Context: an optimization exercise on an open-source flow, tuned for small area, a short achievable clock period and few clock cycles per item. The choices shown serve that exercise and are no tape-out recipe.
The RTL was checked by simulation tests, not by an equivalence proof against the original design.
No activity file was given, so power comes from the tool's default toggle rates.

<file path="flow/design.v">
module mult #(
  parameter int DATA_W = 16,
  parameter int Q_FRAC = 8
) (
  input  logic signed [DATA_W-1:0] a_i,
  input  logic signed [DATA_W-1:0] b_i,
  output logic signed [DATA_W-1:0] p_o
);
  logic signed [2*DATA_W-1:0] full;
  logic signed [2*DATA_W-1:0] shifted;
  assign full    = a_i * b_i;
  assign shifted = full >>> Q_FRAC;
  assign p_o     = shifted[DATA_W-1:0];
endmodule
module mac_stream_seq #(
  parameter int LEN   = 48,
  parameter int ACC_W = 24
) (
  input  logic        clk,
  input  logic        rst,
  input  logic        in_valid,
  output logic        in_ready,
  input  logic [15:0] in_data,
  input  logic [15:0] in_weight,
  input  logic [15:0] bias,
  output logic        out_valid,
  input  logic        out_ready,
  output logic [15:0] out_res
);
  localparam int               DATA_W  = 16;
  localparam logic [DATA_W-1:0] SAT_MAX = 16'h7FFF;
  localparam logic [DATA_W-1:0] SAT_MIN = 16'h8000;
  localparam logic [1:0] FILL  = 2'd0;
  localparam logic [1:0] DRAIN = 2'd1;
  localparam logic [1:0] OUT   = 2'd2;
  localparam int               CNT_W = (LEN > 1) ? $clog2(LEN) : 1;
  localparam logic [CNT_W-1:0] LAST  = CNT_W'(LEN - 1);
  logic [1:0]               state_q;
  logic [CNT_W-1:0]         cnt_q;
  logic [1:0]               idx_q;
  logic [1:0]               drain_q;
  logic signed [DATA_W-1:0] slot_a0_q, slot_a1_q;
  logic signed [DATA_W-1:0] slot_b0_q, slot_b1_q;
  logic signed [DATA_W-1:0] stage_a_q [0:2];
  logic signed [DATA_W-1:0] stage_b_q [0:2];
  logic signed [DATA_W-1:0] prod [0:2];
  logic signed [ACC_W-1:0]  sum_q;
  logic signed [ACC_W-1:0]  acc_q;
  logic signed [DATA_W-1:0] out_res_q;
  logic                     accept;
  logic                     last_pair;
  logic                     grp_done;
  logic signed [DATA_W-1:0] grp_a [0:2];
  logic signed [DATA_W-1:0] grp_b [0:2];
  logic [DATA_W-1:0]        sat_res;
  logic signed [ACC_W-1:0]  prod_x [0:2];
  logic signed [ACC_W-1:0]  bias_x;
  localparam logic signed [ACC_W-1:0] POS_LIM = 32767;
  localparam logic signed [ACC_W-1:0] NEG_LIM = -32768;
  assign prod_x[0] = prod[0];
  assign prod_x[1] = prod[1];
  assign prod_x[2] = prod[2];
  assign bias_x    = $signed(bias);
  assign accept    = in_valid && (state_q == FILL);
  assign last_pair = (cnt_q == LAST);
  assign grp_done  = accept && ((idx_q == 2'd2) || last_pair);
  always_comb begin
    grp_a[0] = (idx_q == 2'd0) ? in_data   : slot_a0_q;
    grp_b[0] = (idx_q == 2'd0) ? in_weight : slot_b0_q;
    grp_a[1] = '0;
    grp_b[1] = '0;
    if (idx_q == 2'd1) begin
      grp_a[1] = in_data;
      grp_b[1] = in_weight;
    end else if (idx_q == 2'd2) begin
      grp_a[1] = slot_a1_q;
      grp_b[1] = slot_b1_q;
    end
    grp_a[2] = (idx_q == 2'd2) ? in_data   : '0;
    grp_b[2] = (idx_q == 2'd2) ? in_weight : '0;
  end
  for (genvar g = 0; g < 3; g++) begin : g_mult
    mult u_mult (
      .a_i (stage_a_q[g]),
      .b_i (stage_b_q[g]),
      .p_o (prod[g])
    );
  end
  always_comb begin
    if (acc_q > POS_LIM) begin
      sat_res = SAT_MAX;
    end else if (acc_q < NEG_LIM) begin
      sat_res = SAT_MIN;
    end else begin
      sat_res = acc_q[DATA_W-1:0];
    end
  end
  always_ff @(posedge clk) begin
    if (rst) begin
      state_q   <= FILL;
      cnt_q     <= '0;
      idx_q     <= '0;
      drain_q   <= '0;
      slot_a0_q <= '0;
      slot_a1_q <= '0;
      slot_b0_q <= '0;
      slot_b1_q <= '0;
      for (int k = 0; k < 3; k++) begin
        stage_a_q[k] <= '0;
        stage_b_q[k] <= '0;
      end
      sum_q     <= '0;
      acc_q     <= '0;
      out_res_q <= '0;
    end else begin
      for (int k = 0; k < 3; k++) begin
        stage_a_q[k] <= grp_done ? grp_a[k] : '0;
        stage_b_q[k] <= grp_done ? grp_b[k] : '0;
      end
      sum_q <= prod_x[0] + prod_x[1] + prod_x[2];
      acc_q <= (accept && (cnt_q == '0)) ? bias_x : acc_q + sum_q;
      case (state_q)
        FILL: begin
          if (accept) begin
            if (!grp_done) begin
              if (idx_q[0]) begin
                slot_a1_q <= in_data;
                slot_b1_q <= in_weight;
              end else begin
                slot_a0_q <= in_data;
                slot_b0_q <= in_weight;
              end
            end
            idx_q <= grp_done ? 2'd0 : idx_q + 2'd1;
            if (last_pair) begin
              cnt_q   <= '0;
              state_q <= DRAIN;
            end else begin
              cnt_q <= cnt_q + 1'b1;
            end
          end
        end
        DRAIN: begin
          if (drain_q == 2'd2) begin
            drain_q   <= '0;
            out_res_q <= sat_res;
            state_q   <= OUT;
          end else begin
            drain_q <= drain_q + 2'd1;
          end
        end
        OUT: begin
          if (out_ready) begin
            state_q <= FILL;
          end
        end
        default: state_q <= FILL;
      endcase
    end
  end
  assign in_ready  = (state_q == FILL);
  assign out_valid = (state_q == OUT);
  assign out_res   = out_res_q;
endmodule
</file>
<file path="flow/run.sh">
#!/bin/bash
# synth_recipe.tcl (not shown) runs the flow's synth.tcl, then flattens the netlist and writes it again
# the make line also repeats each setting of config.mk as NAME=value (left out here)
make -C /OpenROAD-flow-scripts/flow DESIGN_CONFIG=/design/flow/config.mk WORK_HOME=/design/flow/orfs CLKGATE_MAP_FILE= SYNTH_SCRIPT=/design/flow/synth_recipe.tcl finish
</file>
<file path="flow/config.mk">
export PLATFORM = sky130hd
export DESIGN_NAME = mac_stream_seq
export DESIGN_NICKNAME = mac_stream_seq
export VERILOG_FILES = /design/flow/design.v
export SDC_FILE = /design/flow/constraint.sdc
export NUM_CORES = 4
export LEC_CHECK = 0
export CAP_MARGIN = 20
export CORE_MARGIN = 2
export CORE_UTILIZATION = 40
export SLEW_MARGIN = 20
</file>
<file path="flow/constraint.sdc">
create_clock -name core_clock -period 10.0 [get_ports {clk}]
set_input_delay 2.0000 -clock core_clock [delete_from_list [all_inputs] [get_ports {clk}]]
set_output_delay 2.0000 -clock core_clock [all_outputs]
set_load 0.01 [all_outputs]
</file>
==> run notes <==
## stage by stage
stage / total power, mW / cells / hold WS [ps] / utilization / worst slack (ps)
6_report: 2.16 / 4789 / 451 / 0.433 / 1700
4_1_cts: 2.17 / 4789 / 454 / 0.433 / 1710
3_3_place_gp: 1.20 / 4743 / 441 / 0.422 / 1830
2_1_floorplan: 1.11 / 3756 / 436 / - / 2410
5_1_grt: 2.23 / 4789 / 470 / 0.433 / 1180
3_5_place_dp: 1.20 / 4744 / 445 / 0.422 / 1720
## power groups by stage
stage / clock (mW) / sequential (mW) / combinational, mW
after floorplan: 0 / 0.976 / 0.139
after global placement: 0 / 0.992 / 0.210
after detailed placement: 0 / 0.993 / 0.212
after CTS: 0.984 / 0.972 / 0.213
after global routing: 1.02 / 0.976 / 0.235
final: 0.969 / 0.973 / 0.215
## flip-flops by register name, summed over array words and instances, names as in the netlist
name and flops:
stage_a_q 48, stage_b_q 48, acc_q 24, sum_q 18, out_res_q 16, slot_a0_q 16, slot_a1_q 16, slot_b0_q 16
slot_b1_q 16, cnt_q 6, drain_q 2, idx_q 2, state_q 2
## cell type report
cell class,instances,area [µm²],share of cell area
flip-flops and latches,230,4600,0.133
well taps,1060,1330,0.0382
multi-input cells,2567,24100,0.694
repair buffers,84,801,0.0231
clock buffers,33,727,0.0210
inverters,803,3010,0.0869
clock inverters,12,126,0.00364
## worst register-to-register path, cell delays in order (launching register included)
cell                       delay, ps
sky130_fd_sc_hd__dfxtp_1         700
sky130_fd_sc_hd__nand2_1         170
sky130_fd_sc_hd__fa_1            570
sky130_fd_sc_hd__inv_1            60
sky130_fd_sc_hd__fa_1            470
sky130_fd_sc_hd__ha_1            210
sky130_fd_sc_hd__fa_1            480
sky130_fd_sc_hd__inv_1            50
sky130_fd_sc_hd__fa_1            490
sky130_fd_sc_hd__fa_1            490
sky130_fd_sc_hd__inv_1            40
sky130_fd_sc_hd__ha_1            300
sky130_fd_sc_hd__and3_1          170
sky130_fd_sc_hd__a211oi_2        520
sky130_fd_sc_hd__a211oi_1        200
sky130_fd_sc_hd__o21a_1          230
sky130_fd_sc_hd__o21ai_1         190
sky130_fd_sc_hd__or4b_1          460
sky130_fd_sc_hd__o311a_1         190
sky130_fd_sc_hd__fa_1            540
sky130_fd_sc_hd__inv_1            40
sky130_fd_sc_hd__ha_1            330
sky130_fd_sc_hd__nand3_1          90
sky130_fd_sc_hd__a221oi_1        360
sky130_fd_sc_hd__nor3_1          160
sky130_fd_sc_hd__o31ai_1         410
sky130_fd_sc_hd__a21oi_1          70
sky130_fd_sc_hd__o21ba_2         210
## worst paths after layout
path | from | end | slack (ps)
max | stage_a_q[2][6]$_SDFF_PP0_ | sum_q[22]$_SDFF_PP0_ | 1700
min | slot_a0_q[14]$_SDFFE_PP0P_ | slot_a0_q[14]$_SDFFE_PP0P_ | 450
max reg2reg | stage_a_q[2][6]$_SDFF_PP0_ | sum_q[22]$_SDFF_PP0_ | 1700
min reg2reg | slot_a0_q[14]$_SDFFE_PP0P_ | slot_a0_q[14]$_SDFFE_PP0P_ | 450
## cell usage after synthesis, types with 10 or more instances
| cell type | count |
|---|---|
| sky130_fd_sc_hd__a211oi_1 | 12 |
| sky130_fd_sc_hd__a21o_1 | 16 |
| sky130_fd_sc_hd__a21oi_1 | 184 |
| sky130_fd_sc_hd__and2_1 | 368 |
| sky130_fd_sc_hd__buf_1 | 12 |
| sky130_fd_sc_hd__clkbuf_1 | 138 |
| sky130_fd_sc_hd__dfxtp_1 | 230 |
| sky130_fd_sc_hd__fa_1 | 576 |
| sky130_fd_sc_hd__ha_1 | 252 |
| sky130_fd_sc_hd__inv_1 | 803 |
| sky130_fd_sc_hd__mux2i_1 | 33 |
| sky130_fd_sc_hd__nand2_1 | 559 |
| sky130_fd_sc_hd__nand2b_1 | 30 |
| sky130_fd_sc_hd__nand3_1 | 21 |
| sky130_fd_sc_hd__nor2_1 | 169 |
| sky130_fd_sc_hd__nor2b_1 | 16 |
| sky130_fd_sc_hd__nor3_1 | 26 |
| sky130_fd_sc_hd__o211ai_1 | 21 |
| sky130_fd_sc_hd__o21a_1 | 10 |
| sky130_fd_sc_hd__o21ai_0 | 34 |
| sky130_fd_sc_hd__or3_1 | 14 |
| sky130_fd_sc_hd__xnor2_1 | 95 |
| sky130_fd_sc_hd__xor2_1 | 35 |
## cells by family (layout without fill, tap and decap cells)
| logic type | count (synthesis) | count (layout) |
|---|---|---|
| flops | 230 | 230 |
| compound gates | 332 | 332 |
| buf+inv | 959 | 932 |
| fa+ha+maj | 828 | 828 |
| simple gates | 1244 | 1244 |
| xor+xnor | 130 | 130 |
| mux | 33 | 33 |
## layer usage
layer / wire length [µm] / vias up / GRT usage
met4: 1810 / 0 / 0.0425
met2: 38000 / 605 / 0.337
li1: - / 11091 / -
met1: 37500 / 11617 / 0.297
met3: 5440 / 101 / 0.0353
met5: 0 / - / 0
==> impl_results.md <==
- Synthesized area: 32300 µm²
- Largest delay share family, worst path: adder cells
- Compound-gate portion of the synthesized area: 0.0615
- Commonest non-fill, non-tap cells in the layout: sky130_fd_sc_hd__inv_1, sky130_fd_sc_hd__fa_1, sky130_fd_sc_hd__nand2_1
- Depth of the most critical reg-to-reg path: 27
- Vertical die dimension: 288 µm
- RSZ-0062 raised after global routing: false
- Worst IR Drop VDD: 135 µV
- Syn. warnings: 12
- Number of maximum-capacitance violations: 0
- EDFF count, synth: 0
- Average vias per placed instance: 4.89
- Seq pwr share: 0.451
- Fill cell total of the finished layout: 8085
- Overflow left after global routing: 0
- Routability congestion estimate from global placement: 0.867
- Total iterations of the first detailed-routing run: 5
- Inserted Clock Buffers: 26
- Post-CTS repair timing setup buffer count: 0
- Data arrival time at the worst-slack endpoint: 8770 ps
- Shortest clock period the worst path allows after layout: 8300 ps
- Cell internal pwr: 1.57 mW
- Startpoint kind of the worst setup timing path: flop
- Sequential cell area fraction in the yosys report: 0.143
- Simple-gate share of the synthesized area: 0.184
- Crit path largest cell delay: 700 ps
- Area grow syn2layout: 7.46%
- Worst Tran Pin Value: 1090 ps
- Normalized max-slew margin: 0.271
- Root Buffer Master: sky130_fd_sc_hd__clkbuf_16
- Final count of negative-setup-slack endpoints: 0
- Type of the most critical hold path: flop to flop
- Antenna violations before repair: 3
- Net switching power: 0.590 mW
- All-Layer GR Usage: 0.209
- Routed vias: 23414
- Max-slew violation count: 0
- Most repeated library cell on the critical path: sky130_fd_sc_hd__fa_1
- Switching share of power: 0.274
- Number of stages on the worst hold path: 2
- Effective utilization at floorplan: 0.403
- H-tree levels: 1
- Sink count of the clock tree: 230
- Post-layout instance area: 34700 µm²
- Ports: 70
- CP Buf/Inv Count: 4
- Chip width: 288 µm
- Number of gates on the worst path with buffers counted: 27
- Leak: 16.3 nW
- Post-synthesis cell type with the largest combined area: sky130_fd_sc_hd__fa_1
- Vias in the first global route: 24731
- Clock network latency to the later pin of the worst-skew pair: 570 ps
- Synth Area per Inst: 8.59 µm²
- PostCTS Resize Cnt: 0
- Detail-routed net length per standard cell: 17.3 µm
- Upper clock frequency limit: 0.120 GHz
- Number of unique standard cell types used by synthesis: 58
- Gate Count Post-Synth: 3756
- Max Clock Skew: 31.4 ps
- Synthesized-area fraction occupied by xor and xnor cells: 0.0353
- Placeable Area: 80200 µm²
- Critical path class: flop to flop
- Required time of the critical path: 10470 ps
- Share of synthesized cell area in full adder, half adder and majority cells: 0.455
- Combinational family with the most area after synthesis: adder cells
- Floorplan die area: 83000 µm²
- Number of rows created at floorplan: 104
- Share of synthesized flip-flops with an asynchronous set or reset: 0
- Starting DRC count in detailed routing: 1655
- Slowest stage cell, crit path: sky130_fd_sc_hd__dfxtp_1
- Run status: finished clean
- Multiplexer share of the synthesized area: 0.0102
- Clk slew on worst S/H paths: 60 ps
- Post-detailed-placement half-perimeter wirelength: 66.2 mm
- Antenna Violating Nets Remaining: 0
- Most common cell after layout, fill and taps aside: sky130_fd_sc_hd__inv_1
- Final Cycle Share: 0.830
- CTS Hold Buffers Added: 0
- Detailed-route wire length: 82.8 mm
- Wire length of the first global-routing pass: 137 mm
- Power density relative to cell area: 62.2 nW/µm²
- Type of destination of the critical path: flop
- Relative contribution of the clock network to total power: 0.449
- CTS Buffer Depth: 3
- CTS tree: built
- Final nets: 4592
- Antenna Diode Count: 0
- Count of buffers from port buffering: 69
- Ratio of cells with drive above 1 in the final layout: 0.0217
- Nets in the synthesized netlist: 4636
- Share of the synthesized area in the top cell type: 0.357
- Remaining DRCs: 0
- Proportion of power drawn by combinational gates: 0.099
- Maximum fanout encountered on the critical timing path: 16
- Total Negative Setup Slacks: 0 ps
- Flip-flop and latch count after synthesis: 230
- Total cell area at the placement stage: 33800 µm²
- Biggest area contributors in the synthesized netlist: sky130_fd_sc_hd__fa_1, sky130_fd_sc_hd__dfxtp_1, sky130_fd_sc_hd__ha_1
- Ys flop type: sky130_fd_sc_hd__dfxtp_1
- Pin count of the biggest net entering global routing: 75
- Number of hold-slack violations in the final timing report: 0
Testbench counts, summed over its fixed seeds: cycles 16,640, items 320.

==> separate check: timing with driven ports <==
The flow's constraints put no driver on any port. The routed layout listed below was extracted and timed again, unchanged, in two steps.
Step 1, drivers: a clkbuf_16 drives clk and a buf_2 each remaining input, both assumed.
Step 2 times the ports against the registers' clock, not the clock port: input delays grow and output delays shrink by t, the midpoint of the rising clock arrivals with the driver on.
Three values: ideal, step 1, step 2; two values: the first two.
shift t [ns]: 0.618
slack for setup (ns): 1.695 / 1.695 / 1.695
worst setup path at the end: register to register
After both steps setup and hold are still met in this run. For this run, drivers alone change the setup slack by 0.000 ns; drivers and shift together by 0.000 ns.
